From an optimization exercise on the open Yosys and OpenROAD flow, aimed at small area, a short achievable clock period and few clock cycles; shortcuts taken in it are not production practice.
No functional check of the RTL was part of any run shown here.

==> flow/design.v (outline; a module is shown in full before it is edited, if it fits) <==
// module alu_arbiter: 1250 lines
module alu_arbiter #(
  parameter int MUL_LAT = 3
) (
  input  logic        clk,
  input  logic        reset,
  input  logic        i_reqA_valid,
  input  logic        i_reqB_valid,
  output logic        o_reqA_ready,
  output logic        o_reqB_ready,
  input  logic [31:0] i_reqA_op1,
  input  logic [31:0] i_reqA_op2,
  input  logic [31:0] i_reqB_op1,
  input  logic [31:0] i_reqB_op2,
  input  logic [3:0]  i_reqA_sel,
  input  logic [3:0]  i_reqB_sel,
  output logic        o_rsp_valid,
  input  logic        i_rsp_ready,
  output logic        o_rsp_id,
  output logic [31:0] o_rsp_data,
  output logic        o_rsp_zflag,
  output logic        o_busy
);
  // ...
==> flow/flow/run.sh <==
#!/bin/bash
# Standard ORFS layout with two changes:
#  - after the standard synthesis, polarity.py removes inverters (it picks the
#    polarity of each full adder and XOR gate, both of which can absorb an
#    inversion, and splits half adders whose inputs are both inverted);
#    registers, ports and all other cells are unchanged;
#  - the port buffers are buf_1 cells (the resizer may upsize them) instead
#    of the default delay-buffer cell.
set -euo pipefail
R=orfs/results/${FLOW_PLATFORM}/alu_arbiter/base
bash standard.sh synth > log_synth.txt 2>&1
python3 flow/polarity.py $R/1_2_yosys.v $R/1_2_yosys.pol.v > log_polarity.txt 2>&1
mv $R/1_2_yosys.pol.v $R/1_2_yosys.v
rm -f $R/1_synth.odb $R/1_synth.sdc
bash standard.sh BUFFER_PORTS_ARGS="-buffer_cell sky130_fd_sc_hd__buf_1" finish > log_layout.txt 2>&1
==> flow/flow/polarity.py <==
#!/usr/bin/env python3
"""Remove inverters from a Yosys/ABC gate netlist of sky130hd cells without
touching its registers or ports.

  * A full adder is self-dual: FA(~a, ~b, ~c) = (~sum, ~carry), so each
    full-adder cell may be used in inverted form.
  * An XOR/XNOR gate absorbs an inversion of any input or of its output by
    swapping xor2 <-> xnor2 (same size).
  * A half adder whose two inputs both come through inverters computes
    (x ^ y, ~(x | y)): it becomes an xor2 and a nor2 of x and y.

The script picks the polarity of every full adder and XOR gate so that as few
signals as possible need an inverter, then rebuilds the inverters (one per
signal that needs its complement).  Registers, ports and all other cells stay
as they are.

usage: polarity.py IN.v OUT.v
"""
import random
import re
import sys
from collections import defaultdict

P = "sky130_fd_sc_hd__"
FA_RE = re.compile(P + r"fa_\d+$")
HA_RE = re.compile(P + r"ha_\d+$")
XOR_RE = re.compile(P + r"x(n?)or2_(\d+)$")
INV_RE = re.compile(P + r"(inv|clkinv)_\d+$")
OUT_PINS = {"X", "Y", "Q", "Q_N", "SUM", "COUT", "HI", "LO"}

src = open(sys.argv[1]).read()
inst_re = re.compile(r"^  (" + P + r"\w+) (\S+)\s+\((.*?)\n  \);\n", re.S | re.M)

cells = {}
order = []
spans = {}
for m in inst_re.finditer(src):
    typ, name, body = m.group(1), m.group(2), m.group(3)
    pins = {}
    for pm in re.finditer(r"\.(\w+)\(([^()]*)\)", body):
        pins[pm.group(1)] = pm.group(2).strip()
    cells[name] = [typ, pins]
    order.append(name)
    spans[name] = (m.start(), m.end())

ports = set()
for m in re.finditer(r"^\s*(input|output)\s+(\[[^\]]*\]\s*)?(\S+);", src, re.M):
    ports.add(m.group(3))


def is_port_net(n):
    return n.split("[")[0].strip() in ports or n in ports


k = [0]


def fresh(prefix):
    k[0] += 1
    return f"_pol_{prefix}{k[0]}_"


new_wires = []
added = {}          # new cells: name -> [type, pins]


def maps():
    driver, loads = {}, defaultdict(list)
    for name, (typ, pins) in list(cells.items()) + list(added.items()):
        for p, n in pins.items():
            if p in OUT_PINS:
                driver[n] = name
            else:
                loads[n].append((name, p))
    return driver, loads


def allcells():
    return {**cells, **added}


# ---- half adders with both inputs inverted -> xor2 + nor2
driver, loads = maps()
n_ha = 0
for name in list(cells):
    typ, pins = cells[name]
    if not HA_RE.match(typ):
        continue
    da, db = driver.get(pins["A"]), driver.get(pins["B"])
    if not (da and db and INV_RE.match(allcells()[da][0]) and INV_RE.match(allcells()[db][0])):
        continue
    x = allcells()[da][1]["A"]
    y = allcells()[db][1]["A"]
    cells[name] = [P + "xor2_1", {"A": x, "B": y, "X": pins["SUM"]}]
    added[fresh("nor")] = [P + "nor2_1", {"A": x, "B": y, "Y": pins["COUT"]}]
    n_ha += 1

# ---- signal model
cellsall = allcells()
driver, loads = maps()
inv_cells = {n for n, (t, _) in cellsall.items() if INV_RE.match(t)}


def root_of(net):
    par = 0
    for _ in range(16):
        d = driver.get(net)
        if d is None or d not in inv_cells:
            break
        net = cellsall[d][1]["A"]
        par ^= 1
    return net, par


req = defaultdict(list)       # root -> [cell, pin, parity]
for name, (typ, pins) in cellsall.items():
    if name in inv_cells:
        continue
    for p, n in pins.items():
        if p in OUT_PINS:
            continue
        r, par = root_of(n)
        req[r].append([name, p, par])

# roots whose inverter tree drives a port (or that are ports) stay as they are
fixed = set()
for n in list(driver):
    if is_port_net(n):
        fixed.add(root_of(n)[0])
for r in req:
    if is_port_net(r):
        fixed.add(r)

kind = {}
for name, (typ, _) in cellsall.items():
    if FA_RE.match(typ):
        kind[name] = "fa"
    elif XOR_RE.match(typ):
        kind[name] = "x"
flip = {n: 0 for n in kind}

drv_var = {}                  # root -> cell whose flip inverts it
for n, kd in kind.items():
    pins = cellsall[n][1]
    for p in (("SUM", "COUT") if kd == "fa" else ("X", "Y")):
        if p in pins:
            drv_var[pins[p]] = n
in_roots = defaultdict(set)   # cell -> roots feeding it
for r, L in req.items():
    for c, p, par in L:
        if c in kind:
            in_roots[c].add(r)

blocked = set()
for n, kd in kind.items():
    outs = [r for r, c in drv_var.items() if c == n]
    if any(r in fixed or r not in req for r in outs):
        blocked.add(n)
    if kd == "fa" and any(r in fixed for r in in_roots[n]):
        blocked.add(n)


def need(r, c, par):
    """does this load want the complement of root r's current value?"""
    if kind.get(c) == "x":
        return 0
    e = par
    if kind.get(c) == "fa" and flip[c]:
        e ^= 1
    d = drv_var.get(r)
    if d is not None and flip[d]:
        e ^= 1
    return e


def cost(r):
    for c, p, par in req[r]:
        if need(r, c, par):
            return 1
    return 0


def affected(n):
    rs = {r for r, c in drv_var.items() if c == n and r in req}
    if kind[n] == "fa":
        rs |= in_roots[n]
    return rs


# out-roots per variable (for speed)
outs_of = defaultdict(list)
for r, c in drv_var.items():
    if r in req:
        outs_of[c].append(r)


def affected_fast(n):
    rs = set(outs_of[n])
    if kind[n] == "fa":
        rs |= in_roots[n]
    return rs


free = [n for n in kind if n not in blocked]
before = sum(cost(r) for r in req)


def try_flip(n):
    rs = affected_fast(n)
    c0 = sum(cost(r) for r in rs)
    flip[n] ^= 1
    c1 = sum(cost(r) for r in rs)
    return c1 - c0


for _ in range(30):
    ch = 0
    for n in free:
        d = try_flip(n)
        if d < 0:
            ch += 1
        else:
            flip[n] ^= 1
    if not ch:
        break

# simulated annealing from the greedy result
rng = random.Random(1)
cur = sum(cost(r) for r in req)
best, best_flip = cur, dict(flip)
T = 1.0
steps = 40000
for s in range(steps):
    T = 1.0 * (1 - s / steps) + 0.02
    n = rng.choice(free)
    d = try_flip(n)
    if d <= 0 or rng.random() < pow(2.718, -d / T):
        cur += d
        if cur < best:
            best, best_flip = cur, dict(flip)
    else:
        flip[n] ^= 1
flip.update(best_flip)
after = sum(cost(r) for r in req)
print(f"polarity: {n_ha} half adders split; {sum(flip[n] for n in kind if kind[n]=='fa')} "
      f"full adders and {sum(flip[n] for n in kind if kind[n]=='x')} xor gates inverted; "
      f"signals needing a complement {before} -> {after}", file=sys.stderr)

# ---- rebuild the inverters of every root with a changed or inverted load
del_cells = set()
xor_par = defaultdict(int)    # xor cell -> polarity change
for n in kind:
    if kind[n] == "x" and flip[n]:
        xor_par[n] ^= 1

rebuild = set()
for r, L in req.items():
    if r in fixed:
        continue
    d = drv_var.get(r)
    if (d is not None and flip[d]) or any(par or (c in kind and flip[c]) for c, p, par in L):
        rebuild.add(r)

for r in sorted(rebuild):
    invs = [c for (c, p) in loads.get(r, []) if c in inv_cells]
    stack = list(invs)
    while stack:
        c = stack.pop()
        if c in del_cells:
            continue
        del_cells.add(c)
        on = cellsall[c][1]["Y"]
        assert not is_port_net(on), on
        stack.extend(x for (x, p) in loads.get(on, []) if x in inv_cells)
    d = drv_var.get(r)
    rflip = 1 if (d is not None and flip[d]) else 0
    inv_loads = []
    for ent in req[r]:
        c, p, par = ent
        if kind.get(c) == "x":
            # connect straight to the root; the gate absorbs the difference
            xor_par[c] ^= par ^ rflip
            cellsall[c][1][p] = r
            continue
        if need(r, c, par):
            inv_loads.append((c, p))
        else:
            cellsall[c][1][p] = r
    # one inverter per group of at most 8 loads, sized by its load count
    for g in range(0, len(inv_loads), 8):
        grp = inv_loads[g:g + 8]
        inv_net = fresh("n")
        new_wires.append(inv_net)
        size = 1 if len(grp) <= 2 else (2 if len(grp) <= 5 else 4)
        added[fresh("inv")] = [P + f"inv_{size}", {"A": r, "Y": inv_net}]
        for c, p in grp:
            cellsall[c][1][p] = inv_net
    cellsall = allcells()

# inverters left without loads (e.g. after half-adder splits) are removed
while True:
    used = set()
    for nm, (t, pins) in allcells().items():
        if nm in del_cells:
            continue
        for p, n in pins.items():
            if p not in OUT_PINS:
                used.add(n)
    dead = [nm for nm, (t, pins) in allcells().items()
            if nm not in del_cells and INV_RE.match(t)
            and pins["Y"] not in used and not is_port_net(pins["Y"])]
    if not dead:
        break
    del_cells.update(dead)

for c, v in xor_par.items():
    if v:
        typ = cellsall[c][0]
        m = XOR_RE.match(typ)
        newt = P + ("xor2_" if m.group(1) else "xnor2_") + m.group(2)
        pins = cellsall[c][1]
        if m.group(1):          # xnor2 (output Y) -> xor2 (output X)
            pins["X"] = pins.pop("Y")
        else:
            pins["Y"] = pins.pop("X")
        cellsall[c][0] = newt
        if c in cells:
            cells[c][0] = newt
        else:
            added[c][0] = newt


def esc(n):
    return n + " " if n.startswith("\\") else n


def emit(typ, name, pins):
    body = ",\n".join(f"    .{p}({esc(n)})" for p, n in pins.items())
    return f"  {typ} {name} (\n{body}\n  );\n"


out = []
pos = 0
for name in order:
    s, e = spans[name]
    out.append(src[pos:s])
    pos = e
    if name in del_cells:
        continue
    out.append(emit(cells[name][0], name, cells[name][1]))
    if name == order[-1]:
        for nn, (t, pins2) in added.items():
            if nn not in del_cells:
                out.append(emit(t, nn, pins2))
out.append(src[pos:])
text = "".join(out)
idx = text.index("  wire ")
text = text[:idx] + "".join(f"  wire {w};\n" for w in new_wires) + text[idx:]
# safety: every loaded net must have exactly one driver, else keep the input
drv_cnt = defaultdict(int)
loaded = set()
for t, nm, b in re.findall(r"(" + P + r"\w+)\s+(\S+)\s*\((.*?)\);", text, re.S):
    for p, net in re.findall(r"\.(\w+)\(([^)]*)\)", b):
        net = net.strip()
        if p in OUT_PINS:
            drv_cnt[net] += 1
        else:
            loaded.add(net)
bad = [n for n in loaded if drv_cnt[n] != 1 and not is_port_net(n) and not n.startswith("1'b")]
bad += [n for n, v in drv_cnt.items() if v > 1]
if bad:
    print(f"polarity: netlist check failed ({bad[:5]}); keeping the input netlist", file=sys.stderr)
    text = src
open(sys.argv[2], "w").write(text)
n_inv_before = len(inv_cells)
n_inv_after = n_inv_before - len(del_cells & inv_cells) + sum(1 for nn in added if INV_RE.match(added[nn][0]) and nn not in del_cells)
print(f"polarity: inverters {n_inv_before} -> {n_inv_after}", file=sys.stderr)
==> flow/standard.sh <==
#!/bin/bash
# synth_recipe.tcl (not shown) runs the flow's synth.tcl, then flattens the netlist and writes it again
# the make line also repeats each setting of config.mk as NAME=value (left out here)
make -C /OpenROAD-flow-scripts/flow DESIGN_CONFIG=/design/flow/config.mk WORK_HOME=/design/flow/orfs CLKGATE_MAP_FILE= SYNTH_SCRIPT=/design/flow/synth_recipe.tcl "${@:-finish}"
==> flow/config.mk <==
export PLATFORM = sky130hd
export DESIGN_NAME = alu_arbiter
export DESIGN_NICKNAME = alu_arbiter
export VERILOG_FILES = /design/flow/design.v
export SDC_FILE = /design/flow/constraint.sdc
export NUM_CORES = 4
export LEC_CHECK = 0
export ABC_AREA = 1
export ABC_CLOCK_PERIOD_IN_PS = 4700
export CAP_MARGIN = 20
export CORE_MARGIN = 2
export CORE_UTILIZATION = 40
export SETUP_SLACK_MARGIN = 4.9
export SLEW_MARGIN = 20
==> flow/constraint.sdc <==
create_clock -name core_clock -period 9.5 [get_ports {clk}]
set_input_delay 1.9000 -clock core_clock [delete_from_list [all_inputs] [get_ports {clk}]]
set_output_delay 1.9000 -clock core_clock [all_outputs]
set_load 0.01 [all_outputs]
==> results.txt, run 1 <==
GR peak layer - met2
Reg-to-Reg Start - v1
Synth-to-layout area growth - 12.84%
Critical path depth - 26
Final hold vios - 0
Fin crit share - 58.14%
Outcome - timing/DRC/antenna clean
Total negative slack - 0 ns
Worst reg2reg path depth - 29
GPL Wtd Cong - 0.9186
Storage cell area - 3694 um^2
Largest net degree at the start of global routing - 79
Clk_skew - 0.01716 ns
ANT cells - 0
Hold Crit Depth - 2
WP buf/inv - 6
Clock-cell share - 2.612%
Syn_nets - 2943
Row Count - 82
Input/output buffers - 178
Min-Delay Path Class - reg -> reg
CTS max path bufs - 2
Syn Inst Count - 2522
Slowest stage delay, CP - 0.60 ns
Sequential share of cell area - 16.06%
Reg clk slew, reported paths - 0.07 ns
DR WL/cell - 20.66 um
CP delay by family, top - adder cells
Pre-antenna DRT Iters - 6
Setup violators final - 0
==> run 2, diff against run 1 <==
--- a/flow/config.mk
+++ b/flow/config.mk
@@ -12,3 +12,3 @@
 export CORE_UTILIZATION = 40
-export SETUP_SLACK_MARGIN = 4.9
+export SETUP_SLACK_MARGIN = 5.0
 export SLEW_MARGIN = 20
==> run 2 against run 1 <==
  * Still clean
  * Core utilization grew 0.32 points
  * Maximum frequency about the same
  * Global-route usage about the same
==> results.txt, run 2 <==
Final hold vios - 0 (unchanged)
Congestion Overflow GR - 0
Syn. warnings - 1
Most common cell after layout, fill and taps aside - nand2_1
Max Freq - 181.0 MHz
Number of buffers created by CTS - 17
Die ar. - 52770 um^2
Final wirelength - 69490 um
Syn_area_per_cell - 8.081 um^2
CTS max path bufs - 2 (unchanged)
Crit path time final - 5.524 ns
Crit path to - t1[7]
DR WL/cell - 20.69 um (+0.17%)
Hpwl dp - 51630 um
Crit. End Element - register
Top reg by flops - ma_n
Vias in the first global route - 19021
Die height - 229.7 um
Clock root buffer - clkbuf_16
Worst-Margin Slew - 1.145 ns
Antenna viol nets, final - 0
Initial Util - 40.54%
Worst slew margin - 23.54%
Number of flip-flops under the largest register name - 32
Worst reg2reg path depth - 29 (unchanged)
Gr usage total - 26.17%
CP Max Fanout - 5
Total negative slack - 0 ns (unchanged)
Crit. Startpoint - i_reqB_op2[23]
Synth-to-layout area growth - 13.64%
First-pass GRT wire length - 106900 um
Reg clk slew, reported paths - 0.07 ns (about the same)
CTS tree - yes
Syn_nets - 2943 (unchanged)
Min-Delay Path Class - reg -> reg
Final instance area - 23160 um^2
Hold Worst Slack - 0.4958 ns
# IOs - 179
DP Area - 21610 um^2
DP Worst Slack - 3.313 ns
Kind of critical path - in -> reg
Fin crit share - 58.15% (about the same)
Initial antenna violation count - 0
Setup violators final - 0 (unchanged)
Startpoint types - primary input
Slew Limit Fails - 0
Reg-to-Reg Start - v1
Residual DRC - 0
Pre-antenna DRT Iters - 5 (-1)
Max-Cap Viols - 0
Chip width - 229.7 um
Unrepaired setup endpoints after global routing - true
DR vias/cell - 5.582
H-tree depth - 4
Req. time, crit path - 9.90 ns
Reg2reg setup slack - 4.40 ns
Hold_buf cts - 0
Post-Layout Cell Count - 3358
Core area - 50270 um^2
Placed Cells - 3253
Share of cells above drive strength 1 - 14.56%
Synth Cell Area - 20380 um^2
Clk_skew - 0.01983 ns (+0.002667 ns)
Nets@finish - 3095
Via count - 18745
Fillers - 4987
Input/output buffers - 178 (unchanged)
Most frequent cells in the layout - nand2_1, o22ai_1, inv_1, xor2_1, fa_1
ANT cells - 0 (unchanged)
Initial DRC count - 1528
Reg-to-reg critical path endpoint - t1[7]
Syn Inst Count - 2522 (unchanged)
GPL Wtd Cong - 0.9228 (+0.46%)
Worst skew pair latency - 0.48 ns
Row Count - 82 (unchanged)
Largest net degree at the start of global routing - 79 (unchanged)
Final worst setup slack - 3.976 ns
Clk sinks - 149
Outcome - timing/DRC/antenna clean
Hold Crit Depth - 2 (unchanged)
Critical Path AT - 5.93 ns
## run 2: cell types whose count changed in the layout (fill, tap and decap cells not counted), sizes merged
cell | previous run | this run
buf | 272 | 292
clkbuf | 21 | 23
clkinv | 6 | 2
clkinvlp | 1 | 3
inv | 282 | 280
## run 2: worst max-delay path: stages
cell	delay, ns
buf_1	0.07
or2_4	0.23
o21ai_4	0.08
inv_2	0.08
ha_4	0.18
ha_4	0.19
nand2_4	0.07
nand2_4	0.05
inv_2	0.06
nand2_2	0.05
fa_2	0.35
fa_1	0.49
inv_1	0.05
fa_1	0.46
fa_1	0.53
ha_4	0.30
o21ai_2	0.05
and2_4	0.15
inv_2	0.04
nand4_1	0.06
nand2_1	0.10
inv_1	0.04
nand3_1	0.06
nand2_1	0.07
nand2_1	0.07
nand2_1	0.05
nor2_2	0.12
## run 2: final cells by class
type / count / area [um^2] / share of cell area (%)
timing repair buffer: 294 / 1580 / 6.823
inverter: 276 / 1062 / 4.587
sequential: 149 / 3695 / 15.95
clock inverter: 10 / 102.6 / 0.4430
multi-input combinational: 1936 / 15370 / 66.39
tap: 672 / 840.8 / 3.630
clock buffer: 21 / 504.2 / 2.177
## run 2: how the worst min path moves through the flow
stage / startpoint / endpoint / slack (ns)
after global placement: nv2 / nv2 / 0.48
after CTS: nv2 / nv2 / 0.50
final: nv2 / nv2 / 0.50
after global routing: nv2 / nv2 / 0.52
after floorplan: nv2 / nv2 / 0.46
after detailed placement: nv2 / nv2 / 0.49
## run 2: metrics by stage
step	util [%]
2_1_floorplan	-
3_3_place_gp	42.98
3_5_place_dp	42.98
4_1_cts	44.86
5_1_grt	46.07
6_report	46.07
## run 2: repair_timing
item / in CTS / in global routing
setup buffers: 26 / 48
hold endpoints to repair: 0 / 0
endpoints found under the setup margin: 43 / 41
resized for setup: 45 / 71
pin swaps: 27 / 39
## run 2: routing by layer
layer | vias up | GRT usage [%] | routed length [um]
met5 | - | 0 | 0
met1 | 8989 | 31.85 | 27760
met2 | 909 | 45.80 | 33990
met4 | 0 | 11.51 | 2742
met3 | 178 | 3.993 | 4994
li1 | 8669 | - | -

## what the ideal ports hide
How much do the figures lean on ideal ports? The routed layouts below were timed once more, with nothing changed but the port constraints.
Step 1 assumes that a clkbuf_16 drives the clock port and a buf_2 every other input.
Step 2 adds t to the input delays and takes it off the output delays; t is the mean of the earliest and latest rising clock arrival at the registers after step 1. Input paths then give back, and output paths get back, about the clock's delay inside the block.
Slacks: ideal ports / drivers / drivers and shift; pairs: ideal ports / drivers.
run | shift t [ns] | slack for setup (ns) | clock arrival spread, ns
run 1 | 0.524 | 3.977 / 4.012 / 3.489 | 0.018 / 0.017
run 2 | 0.523 | 3.976 / 4.005 / 3.482 | 0.020 / 0.020
After both steps every run listed still meets setup and hold. For run 2, which loses most, drivers alone change the setup slack by +0.029 ns; drivers and shift together by -0.494 ns.
